This design comes from an exercise in tuning for small area and a short achievable clock period on the open sky130 flow, not from production work. The RTL was checked by simulation tests, not by an equivalence proof against the original design. Power is estimated from default activity; no workload was simulated.

==> module packet_sram, before the edit <==
module packet_sram (
    input  logic                clk,
    input  logic                p1_valid,
    input  logic                wa_valid,
    input  logic [6:0]          wa_idx,
    input  logic [7:0]          wa_pos,
    input  packet_pkg::packet_t wa_data,
    input  packet_pkg::packet_t wa_bus,
    input  logic                wb_valid,
    input  logic [6:0]          wb_idx,
    input  packet_pkg::packet_t wb_bus,
    input  mem_pkg::addr_t      rd_pos,
    input  mem_pkg::addr_t      zpos_next,
    input  logic                rd_jump,
    input  logic                rd_hold,
    output packet_pkg::packet_t rdata
);
    localparam int W = packet_pkg::packet_width;
    logic [255:0][W-1:0] q;
    logic [127:0]        sa;
    logic [127:0]        sb;
    logic [127:0]        sh;
    logic [127:0]        rsel;
    logic [W-1:0]        r_even;
    logic [W-1:0]        r_odd;
    logic [W-1:0]        rd_q;
    logic                hit;
    always_comb begin
        for (int i = 0; i < 128; i++) begin
            sa[i]   = wa_valid && (wa_idx == 7'(i));
            sb[i]   = wb_valid && (wb_idx == 7'(i)) && !sa[i];
            sh[i]   = !(sa[i] || sb[i]);
        end
    end
    for (genvar p = 0; p < 256; p++) begin : g_ring
        if (p % 2 == 1) begin : g_shift
            always_ff @(posedge clk) begin
                q[p] <= q[(p + 1) % 256];
            end
        end else begin : g_port
            logic [W-1:0] ba;
            logic [W-1:0] bb;
            assign ba = wa_bus;
            assign bb = wb_bus;
            logic [W-1:0] d;
            ring_port u_port (
                .a  (ba),
                .b  (bb),
                .q  (q[p+1]),
                .sa (sa[p/2]),
                .sb (sb[p/2]),
                .sh (sh[p/2]),
                .d  (d)
            );
            always_ff @(posedge clk) begin
                q[p] <= d;
            end
        end
    end
    localparam int RG = 8;
    logic [W-1:0] grp_e [64/RG];
    logic [W-1:0] grp_o [64/RG];
    logic [63:0]       sel_e;
    logic [63:0]       sel_o;
    logic [64*W-1:0]   tap_e;
    logic [64*W-1:0]   tap_o;
    for (genvar j = 0; j < 64; j++) begin : g_tap
        assign sel_e[j]          = rsel[2*j];
        assign sel_o[j]          = rsel[2*j+1];
        assign tap_e[j*W +: W]   = q[4*j];
        assign tap_o[j*W +: W]   = q[4*j+2];
    end
    for (genvar g = 0; g < 64 / RG; g++) begin : g_rd
        rd_group #(.N(RG)) u_e (
            .sel (sel_e[g*RG +: RG]),
            .w   (tap_e[g*RG*W +: RG*W]),
            .r   (grp_e[g])
        );
        rd_group #(.N(RG)) u_o (
            .sel (sel_o[g*RG +: RG]),
            .w   (tap_o[g*RG*W +: RG*W]),
            .r   (grp_o[g])
        );
    end
    always_comb begin
        r_even = '0;
        r_odd  = '0;
        for (int g = 0; g < 64 / RG; g++) begin
            r_even = r_even | grp_e[g];
            r_odd  = r_odd  | grp_o[g];
        end
    end
    assign hit = p1_valid && (wa_pos == rd_pos);
    logic [15:0] rsel_h;
    logic [7:0]  rsel_l;
    logic [15:0] zsel_h;
    logic [7:0]  zsel_l;
    always_comb begin
        for (int i = 0; i < 16; i++) begin
            zsel_h[i] = (zpos_next[7:4] == 4'(i));
        end
        for (int i = 0; i < 8; i++) begin
            zsel_l[i] = (zpos_next[3:1] == 3'(i));
        end
        for (int i = 0; i < 128; i++) begin
            rsel[i] = rsel_h[i/8] && rsel_l[i%8];
        end
    end
    always_ff @(posedge clk) begin
        if (rd_jump) begin
            rsel_h <= zsel_h;
            rsel_l <= zsel_l;
        end else if (!rd_hold) begin
            rsel_l <= {rsel_l[0], rsel_l[7:1]};
            if (rsel_l[0]) begin
                rsel_h <= {rsel_h[0], rsel_h[15:1]};
            end
        end
    end
    logic me, mo, mq;
    logic ae, ao;
    assign ae = !hit && !rd_pos[1];
    assign ao = !hit && rd_pos[1];
    always_ff @(posedge clk) begin
        rd_q  <= (r_even & {W{ae}}) | (~r_odd & {W{ao}}) | (wa_data & {W{hit}});
        me    <= rd_pos[0] && !rd_pos[1];
        mo    <= rd_pos[0] && rd_pos[1];
        mq    <= !rd_pos[0];
        rdata <= (r_even & {W{me}}) | (~r_odd & {W{mo}}) | (rd_q & {W{mq}});
    end
endmodule
make LEC_CHECK=0 CAP_MARGIN=20 CELL_PAD_IN_SITES_DETAIL_PLACEMENT=2 CELL_PAD_IN_SITES_GLOBAL_PLACEMENT=2 CORE_MARGIN=2 CORE_UTILIZATION=40 CTS_BUF_LIST=sky130_fd_sc_hd__clkbuf_16 CTS_CLUSTER_DIAMETER=100 CTS_CLUSTER_SIZE=25 SETUP_SLACK_MARGIN=3.4 SLEW_MARGIN=20 SYNTH_HIERARCHICAL=1 SYNTH_MINIMUM_KEEP_SIZE=0 TNS_END_PERCENT=10 finish   # period 6.0 ns
run.sh (not shown) runs the stock make flow with config.mk's settings and CLKGATE_MAP_FILE= SYNTH_SCRIPT=/design/flow/synth_recipe.tcl, a recipe that flattens the netlist after the stock synthesis.
Next try:
--- a/flow/design.v
+++ b/flow/design.v
@@ -163,6 +163,7 @@
     logic [127:0]        rsel;
     logic [W-1:0]        r_even;
     logic [W-1:0]        r_odd;
+    logic [W-1:0]        rv;
     logic [W-1:0]        rd_q;
     logic                hit;
     always_comb begin
@@ -229,6 +230,7 @@
             r_even = r_even | grp_e[g];
             r_odd  = r_odd  | grp_o[g];
         end
+        rv = rd_pos[1] ? ~r_odd : r_even;
     end
     assign hit = p1_valid && (wa_pos == rd_pos);
     logic [15:0] rsel_h;
@@ -258,11 +260,8 @@
         end
     end
     logic me, mo, mq;
-    logic ae, ao;
-    assign ae = !hit && !rd_pos[1];
-    assign ao = !hit && rd_pos[1];
     always_ff @(posedge clk) begin
-        rd_q  <= (r_even & {W{ae}}) | (~r_odd & {W{ao}}) | (wa_data & {W{hit}});
+        rd_q  <= hit ? wa_data : rv;
         me    <= rd_pos[0] && !rd_pos[1];
         mo    <= rd_pos[0] && rd_pos[1];
         mq    <= !rd_pos[0];
The new run finished clean.
Flip-flop and latch count does not change.
Combinational power is about the same.
Worst setup slack gains 0.038 ns.
Via count barely changes.
Non-clock buffer count is higher by 41.

## static timing again, ports no longer ideal
In the flow no input, the clock included, has a driving cell. The finished layouts below were timed again as built, in two steps. Step 1 (the two cells are an assumption about what drives the block):
set clk [get_ports {clk}]
set_driving_cell -lib_cell sky130_fd_sc_hd__clkbuf_16 $clk
set_driving_cell -lib_cell sky130_fd_sc_hd__buf_2 [delete_from_list [all_inputs] $clk]
Step 2 adds t to the input delays and takes it off the output delays; t is the mean of the earliest and latest rising clock arrival at the registers after step 1. Input paths then give back, and output paths get back, about the clock's delay inside the block. a / b / c = no drivers / after step 1 / after step 2; a / b = the first two.
run	t, ns	slack for setup (ns)	worst setup path at the end	worst slew at a driven data input, ns
the first run	1.067	2.403 / 2.403 / 2.403	register to register	0.06
the second run	1.066	2.442 / 2.442 / 2.442	register to register	0.08
After both steps setup and hold are still met in every run listed.
